This design comes from an exercise in tuning for small area, a short achievable clock period and few clock cycles per item on the open sky130 flow, not from production work. The RTL was checked by simulation tests, not by an equivalence proof against the original design.

Setup of blue:
Design fixed_point_q24_8_alu_unit, start of the top module:
module fixed_point_q24_8_alu_unit #(
	parameter int WORD_BITS = fpalu_pkg::WORD_BITS_DEF,
	parameter int FRAC_BITS = fpalu_pkg::FRAC_BITS_DEF
) (
	input  logic      clk,
	input  logic      arst_n,
	input  logic      req_valid,
	output logic      req_ready,
	input  fpalu_pkg::in_item_t  req,
	output logic      rsp_valid,
	input  logic      rsp_ready,
	output fpalu_pkg::out_item_t rsp
);
For scale: about 4,200 cells after synthesis, ~0.033 mm² of cells after synthesis.
clock: 9.0 ns
lec_check: 0
cap_margin: 20
core_margin: 2
core_utilization: 45
place_density: 0.6
setup_slack_margin: 4
slew_margin: 20
run.sh (not shown) runs the stock make flow with config.mk's settings and CLKGATE_MAP_FILE= SYNTH_SCRIPT=/design/flow/synth_recipe.tcl, a recipe that flattens the netlist after the stock synthesis.
Testbench counts of blue, summed over its fixed seeds: cycles 83,188, items 32,000.
[inputs] orange vs blue
--- a/flow/design.v
+++ b/flow/design.v
@@ -71,16 +71,14 @@
 	logic        e_first;
 	assign first  = e_first;
 	assign done   = (first && !is_div && !is_mul) || (e_st == ST_FIN) || (is_div && e_st == ST_ITER && cnt == 6'd38);
 	assign can_push = ~out_valid_q | rsp_ready;
 	assign adv    = ~(e_valid & done) | can_push;
 	assign push   = e_valid & done & can_push;
 	assign req_ready = ~e_valid | (done & can_push);
-	logic [31:0] add;
-	assign add   = ea + eb;
 	logic [39:0] sum;
 	assign sum   = {ea, sl} + {eb, cl};
 	logic [32:0] trial, dx;
 	logic [33:0] dif;
 	assign trial = {xr, xs[39:38]};
 	assign dx    = first ? {1'b0, ea} : trial;
 	assign dif   = {1'b0, dx} - {2'b0, eb};
@@ -185,16 +183,15 @@
 	assign xs_neg   = ~xs[29:0] + 30'd1;
 	assign q_signed = (e_st == ST_FIN) ? 32'd0 :
 	                  !f_neg ? {xs[29:0], qd} :
 	                  (qd != 2'd0) ? {~xs[29:0], 2'd0 - qd} : {xs_neg, 2'b00};
 	always_comb begin
 		item = '0;
 		case (e_op)
-			fpalu_pkg::OP_ADD: item.result = add;
-			fpalu_pkg::OP_MUL: item.result = sum[39:8];
+			fpalu_pkg::OP_ADD, fpalu_pkg::OP_MUL: item.result = sum[39:8];
 			fpalu_pkg::OP_SUB: item.result = dif[31:0];
 			fpalu_pkg::OP_MIN: item.result = lt ? ea : eb;
 			fpalu_pkg::OP_MAX: item.result = gt ? ea : eb;
 			fpalu_pkg::OP_DIV: item.result = q_signed;
 			default:           item.result = '0;
 		endcase
 		if (first) begin
@@ -241,14 +238,16 @@
 				ea     <= req.operand_a;
 				eb     <= req.operand_b;
 				xs     <= {8'd0, abs_a};
 				{xr, bx} <= abs_b;
 				sh_q   <= sh_req;
 				qz_q   <= qz_req;
 				m_swap <= swap_req;
+				sl     <= '0;
+				cl     <= '0;
 			end else if (is_div) begin
 				case (e_st)
 					ST_FIRST: begin
 						eb    <= {xr, bx};
 						b3    <= {1'b0, xr, bx} + {xr, bx, 1'b0};
 						cnt   <= sh_q;
 						xr    <= dshift[70:40];
## What came out
orange ended with every stage complete and zero timing, DRC or antenna violations.
blue leaves more setup margin than orange.
[compare] base=blue new=orange: cell depth of the worst flop-to-flop path climbed about 10%, layout overhead on the synthesized area climbed 0.87 points.
Against blue, global-route wire length before repair in orange fell by a little under 10%.
orange vs blue, global-route usage went down by 2.3 points.
In the final reports, the cell area of orange is smaller than that of blue.
Testbench counts of orange, summed over its fixed seeds: cycles 83,188, items 32,000.

---

Setup of rev 12:
The RTL this note starts from:
==> flow/design.v <==
package fpalu_pkg;
	localparam int FIELD_BITS    = 32;
	localparam int OP_BITS       = 3;
	localparam int FRAC_BITS_DEF = 8;
	localparam int WORD_BITS_DEF = 32;
	typedef enum logic [OP_BITS-1:0] {
		OP_ADD = 3'd0,
		OP_SUB = 3'd1,
		OP_MUL = 3'd2,
		OP_DIV = 3'd3,
		OP_MIN = 3'd4,
		OP_MAX = 3'd5
	} op_t;
	typedef struct packed {
		logic [OP_BITS-1:0]           operation;
		logic signed [FIELD_BITS-1:0] operand_a;
		logic signed [FIELD_BITS-1:0] operand_b;
	} in_item_t;
	typedef struct packed {
		logic signed [FIELD_BITS-1:0] result;
		logic                         a_less;
		logic                         a_equal;
		logic                         a_greater;
		logic                         divide_by_zero;
	} out_item_t;
	typedef struct packed {
		logic               valid;
		logic [OP_BITS-1:0] op;
		logic               a_less;
		logic               a_equal;
		logic               a_greater;
		logic               div_zero;
		logic               neg;
	} ctrl_t;
endpackage
module fixed_point_q24_8_alu_unit #(
	parameter int WORD_BITS = fpalu_pkg::WORD_BITS_DEF,
	parameter int FRAC_BITS = fpalu_pkg::FRAC_BITS_DEF
) (
	input  logic      clk,
	input  logic      arst_n,
	input  logic      req_valid,
	output logic      req_ready,
	input  fpalu_pkg::in_item_t  req,
	output logic      rsp_valid,
	input  logic      rsp_ready,
	output fpalu_pkg::out_item_t rsp
);
	localparam logic [1:0] ST_FIRST = 2'd0;
	localparam logic [1:0] ST_ITER  = 2'd2;
	localparam logic [1:0] ST_FIN   = 2'd3;
	logic        e_valid;
	logic [1:0]  e_st;
	logic [2:0]  e_op;
	logic [31:0] ea, eb;      
	logic [7:0]  sl, cl;      
	logic [30:0] xr;          
	logic        bx;          
	logic [39:0] xs;          
	logic [5:0]  cnt;
	logic [5:0]  sh_q;        
	logic        qz_q;        
	logic        m_prev;
	logic        m_swap;      
	logic        f_lt, f_eq, f_gt, f_dz, f_neg;
	fpalu_pkg::out_item_t out_q, item;
	logic        out_valid_q;
	logic        is_div, is_mul, first, done, push, adv, can_push;
	assign is_div = (e_op == fpalu_pkg::OP_DIV);
	assign is_mul = (e_op == fpalu_pkg::OP_MUL);
	logic        e_first;
	assign first  = e_first;
	assign done   = (first && !is_div && !is_mul) || (e_st == ST_FIN) || (is_div && e_st == ST_ITER && cnt == 6'd38);
	assign can_push = ~out_valid_q | rsp_ready;
	assign adv    = ~(e_valid & done) | can_push;
	assign push   = e_valid & done & can_push;
	assign req_ready = ~e_valid | (done & can_push);
	logic [31:0] add;
	assign add   = ea + eb;
	logic [39:0] sum;
	assign sum   = {ea, sl} + {eb, cl};
	logic [32:0] trial, dx;
	logic [33:0] dif;
	assign trial = {xr, xs[39:38]};
	assign dx    = first ? {1'b0, ea} : trial;
	assign dif   = {1'b0, dx} - {2'b0, eb};
	logic lt, eq, gt;
	assign lt = (ea[31] ^ eb[31]) ? ea[31] : dif[33];
	assign eq = ea == eb;
	assign gt = ~lt & ~eq;
	logic flt, fgt;
	assign flt = m_swap ? gt : lt;
	assign fgt = m_swap ? lt : gt;
	function automatic logic [5:0] lz32(input logic [31:0] v);
		logic [15:0]      v1;
		logic [15:0][0:0] c1;
		logic [7:0]       v2;
		logic [7:0][1:0]  c2;
		logic [3:0]       v3;
		logic [3:0][2:0]  c3;
		logic [1:0]       v4;
		logic [1:0][3:0]  c4;
		logic [4:0]       c5;
		for (int i = 0; i < 16; i++) begin
			v1[i] = v[2*i+1] | v[2*i];
			c1[i] = ~v[2*i+1];
		end
		for (int i = 0; i < 8; i++) begin
			v2[i] = v1[2*i+1] | v1[2*i];
			c2[i] = v1[2*i+1] ? {1'b0, c1[2*i+1]} : {1'b1, c1[2*i]};
		end
		for (int i = 0; i < 4; i++) begin
			v3[i] = v2[2*i+1] | v2[2*i];
			c3[i] = v2[2*i+1] ? {1'b0, c2[2*i+1]} : {1'b1, c2[2*i]};
		end
		for (int i = 0; i < 2; i++) begin
			v4[i] = v3[2*i+1] | v3[2*i];
			c4[i] = v3[2*i+1] ? {1'b0, c3[2*i+1]} : {1'b1, c3[2*i]};
		end
		c5 = v4[1] ? {1'b0, c4[1]} : {1'b1, c4[0]};
		lz32 = (v4[1] | v4[0]) ? {1'b0, c5} : 6'd32;
	endfunction
	logic [31:0] abs_a, abs_b;
	logic        qzero;
	logic [5:0]  lza_req, lzb_req;
	logic [6:0]  sht;
	logic        qz_req;
	logic [5:0]  sh_req;
	assign lza_req = lz32(req.operand_a[31] ? {~req.operand_a[30:0], 1'b1} : req.operand_a);
	assign lzb_req = lz32(req.operand_b ^ {32{req.operand_b[31]}});
	assign sht     = {1'b0, lza_req} + {1'b0, ~lzb_req};    
	assign qz_req  = sht > 7'd71;                            
	assign sh_req  = (sht < 7'd32) ? 6'd0 : {sht[5:1] - 5'd16, 1'b0};
	assign qzero   = qz_q;
	assign abs_a   = ea[31] ? (~ea + 32'd1) : ea;
	assign abs_b   = eb[31] ? (~eb + 32'd1) : eb;
	logic [70:0] dshift;
	assign dshift = {31'd0, abs_a, 8'd0} << sh_q;
	logic [32:0] b3;
	logic [33:0] dif2, dif3;
	logic [1:0]  qd;
	logic [30:0] rem4;
	assign dif2 = {1'b0, trial} - {1'b0, eb, 1'b0};
	assign dif3 = {1'b0, trial} - {1'b0, b3};
	assign qd   = !dif3[33] ? 2'd3 : !dif2[33] ? 2'd2 : !dif[33] ? 2'd1 : 2'd0;
	always_comb begin
		case (qd)
			2'd3:    rem4 = dif3[30:0];
			2'd2:    rem4 = dif2[30:0];
			2'd1:    rem4 = dif[30:0];
			default: rem4 = trial[30:0];
		endcase
	end
	logic       swap_req;
	assign swap_req = (req.operation == fpalu_pkg::OP_MUL) && (lza_req > lzb_req);
	logic [39:0] ma, ms, mc, x0, x1, pp0, pp1s, s1, c1, c1s, s2, c2, c2s;
	logic [31:0] mb;
	logic        bprev;
	logic        n0, o0, t0, n1, o1, t1;
	logic        mdone;
	assign ma    = first ? {{8{ea[31]}}, ea} : xs;
	assign mb    = first ? eb : {xr, bx};
	assign ms    = first ? 40'd0 : {ea, sl};
	assign mc    = first ? 40'd0 : {eb, cl};
	assign bprev = first ? 1'b0 : m_prev;
	assign n0 = mb[1] & ~(mb[0] & bprev);
	assign o0 = mb[0] ^ bprev;
	assign t0 = (mb[1] & ~mb[0] & ~bprev) | (~mb[1] & mb[0] & bprev);
	assign n1 = mb[3] & ~(mb[2] & mb[1]);
	assign o1 = mb[2] ^ mb[1];
	assign t1 = (mb[3] & ~mb[2] & ~mb[1]) | (~mb[3] & mb[2] & mb[1]);
	assign x0 = {40{o0}} & ma | {40{t0}} & {ma[38:0], 1'b0};
	assign x1 = {40{o1}} & ma | {40{t1}} & {ma[38:0], 1'b0};
	assign pp0  = x0 ^ {40{n0}};
	assign pp1s = {x1[37:0] ^ {38{n1}}, n1, n1};
	assign s1  = ms ^ mc ^ pp0;
	assign c1  = (ms & mc) | (ms & pp0) | (mc & pp0);
	assign c1s = {c1[38:0], n0};
	assign s2  = s1 ^ c1s ^ pp1s;
	assign c2  = (s1 & c1s) | (s1 & pp1s) | (c1s & pp1s);
	assign c2s = {c2[38:0], n1};
	assign mdone = (mb[31:3] == '0) | (mb[31:3] == '1);
	logic [29:0] xs_neg;
	logic [31:0] q_signed;
	assign xs_neg   = ~xs[29:0] + 30'd1;
	assign q_signed = (e_st == ST_FIN) ? 32'd0 :
	                  !f_neg ? {xs[29:0], qd} :
	                  (qd != 2'd0) ? {~xs[29:0], 2'd0 - qd} : {xs_neg, 2'b00};
	always_comb begin
		item = '0;
		case (e_op)
			fpalu_pkg::OP_ADD: item.result = add;
			fpalu_pkg::OP_MUL: item.result = sum[39:8];
			fpalu_pkg::OP_SUB: item.result = dif[31:0];
			fpalu_pkg::OP_MIN: item.result = lt ? ea : eb;
			fpalu_pkg::OP_MAX: item.result = gt ? ea : eb;
			fpalu_pkg::OP_DIV: item.result = q_signed;
			default:           item.result = '0;
		endcase
		if (first) begin
			item.a_less    = flt;
			item.a_equal   = eq;
			item.a_greater = fgt;
		end else begin
			item.a_less    = f_lt;
			item.a_equal   = f_eq;
			item.a_greater = f_gt;
		end
		item.divide_by_zero = is_div & f_dz;
	end
	always_ff @(posedge clk or negedge arst_n) begin
		if (!arst_n) begin
			e_valid <= 1'b0;
			e_st    <= ST_FIRST;
			e_first <= 1'b1;
		end else if (adv) begin
			if (req_ready) begin
				e_valid <= req_valid;
				e_st    <= ST_FIRST;
				e_first <= 1'b1;
			end else begin
				e_first <= 1'b0;
				case (e_st)
					ST_FIRST: begin
						if (is_div) e_st <= (eb == '0 || qzero) ? ST_FIN : ST_ITER;
						else        e_st <= mdone ? ST_FIN : ST_ITER;
					end
					ST_ITER: begin
						if (is_div) e_st <= ST_ITER;
						else        e_st <= mdone ? ST_FIN : ST_ITER;
					end
					default: e_st <= ST_FIRST;
				endcase
			end
		end
	end
	always_ff @(posedge clk) begin
		if (adv) begin
			if (req_ready) begin
				e_op <= req.operation;
				ea     <= swap_req ? req.operand_b : req.operand_a;
				eb     <= swap_req ? req.operand_a : req.operand_b;
				sh_q   <= sh_req;
				qz_q   <= qz_req;
				m_swap <= swap_req;
			end else if (is_div) begin
				case (e_st)
					ST_FIRST: begin
						eb    <= abs_b;
						b3    <= {1'b0, abs_b} + {abs_b, 1'b0};
						cnt   <= sh_q;
						xr    <= dshift[70:40];
						xs    <= (eb == '0 || qzero) ? 40'd0 : dshift[39:0];
						f_lt  <= lt;
						f_eq  <= eq;
						f_gt  <= gt;
						f_dz  <= (eb == '0);
						f_neg <= ea[31] ^ eb[31];
					end
					ST_ITER: begin
						xr  <= rem4;
						xs  <= {xs[37:0], qd};
						cnt <= cnt + 6'd2;
					end
					default: ;
				endcase
			end else if (e_st != ST_FIN) begin
				if (first) begin
					f_lt  <= flt;
					f_eq  <= eq;
					f_gt  <= fgt;
					f_dz  <= 1'b0;
				end
				xs          <= {ma[35:0], 4'd0};
				{xr, bx}    <= {{4{mb[31]}}, mb[31:4]};
				m_prev      <= mb[3];
				{ea, sl}    <= s2;
				{eb, cl}    <= c2s;
			end
		end
	end
	always_ff @(posedge clk or negedge arst_n) begin
		if (!arst_n) begin
			out_valid_q <= 1'b0;
		end else if (can_push) begin
			out_valid_q <= push;
		end
	end
	always_ff @(posedge clk) begin
		if (push) out_q <= item;
	end
	assign rsp_valid = out_valid_q;
	assign rsp       = out_q;
endmodule
clock: 9.0 ns
lec_check: 0
cap_margin: 20
core_margin: 2
core_utilization: 45
place_density: 0.6
setup_slack_margin: 4.5
slew_margin: 20
Testbench counts of rev 12, summed over its fixed seeds: cycles 83,188, items 32,000.
Input changes introduced in rev 13 (baseline for comparison: rev 12):
--- a/flow/design.v
+++ b/flow/design.v
@@ -76,6 +76,4 @@
 	assign push   = e_valid & done & can_push;
 	assign req_ready = ~e_valid | (done & can_push);
-	logic [31:0] add;
-	assign add   = ea + eb;
 	logic [39:0] sum;
 	assign sum   = {ea, sl} + {eb, cl};
@@ -190,6 +188,5 @@
 		item = '0;
 		case (e_op)
-			fpalu_pkg::OP_ADD: item.result = add;
-			fpalu_pkg::OP_MUL: item.result = sum[39:8];
+			fpalu_pkg::OP_ADD, fpalu_pkg::OP_MUL: item.result = sum[39:8];
 			fpalu_pkg::OP_SUB: item.result = dif[31:0];
 			fpalu_pkg::OP_MIN: item.result = lt ? ea : eb;
@@ -244,4 +241,6 @@
 				qz_q   <= qz_req;
 				m_swap <= swap_req;
+				sl     <= '0;
+				cl     <= '0;
 			end else if (is_div) begin
 				case (e_st)
Notes after the runs:
- On die outline area, rev 12 loses to rev 13.
- Rev 13 ends up with a share of the core filled with cells that is 0.28 points higher than in rev 12.
- Cmp rev 12 and rev 13 / register-to-register slack / higher: rev 13
- Rev 13 vs rev 12: number of clock buffer instances in the layout down in rev 13
- Setup slack after placement was lower in rev 12 than in rev 13.
- Going from rev 12 to rev 13, xor and xnor area share after synthesis grows by 0.42 points.
- Rev 13 vs. rev 12: worst hold slack across all endpoints went down by 82 ps.
- Global-route total usage across every layer was lower in rev 13 than in rev 12.
- STATUS core box area: rev 13 wins against rev 12
- Rev 12 -> rev 13: maximum clock frequency increased by a few percent
- From rev 12 to rev 13 the numbers moved as follows: routed wire length down 4.5%, clock period minus worst slack down 260 ps.
Testbench counts of rev 13, summed over its fixed seeds: cycles 83,188, items 32,000.

[afterwards: timing with drivers on the ports]
How much do the figures lean on ideal ports? The routed layouts below were timed once more, with nothing changed but the port constraints. Step 1: set_driving_cell puts a clkbuf_16 on clk and a buf_2 on each other input, an assumption about the parent block. Step 2 times the ports against the registers' clock, not the clock port: input delays grow and output delays shrink by t, the midpoint of the rising clock arrivals with the driver on. Slacks: ideal / step 1 / step 2; pairs: ideal / step 1.
run	t (ns)	setup WS [ns]	worst data-port slew with drivers (ns)
blue	0.654	3.604 / 3.604 / 3.521	0.05
orange	0.643	3.189 / 3.189 / 3.189	0.06
rev 12	0.653	3.989 / 3.989 / 3.544	0.06
rev 13	0.641	4.245 / 4.277 / 3.636	0.06
After both steps every run listed still meets setup and hold. For rev 13, which loses most, drivers alone change the setup slack by +0.032 ns; drivers and shift together by -0.609 ns.
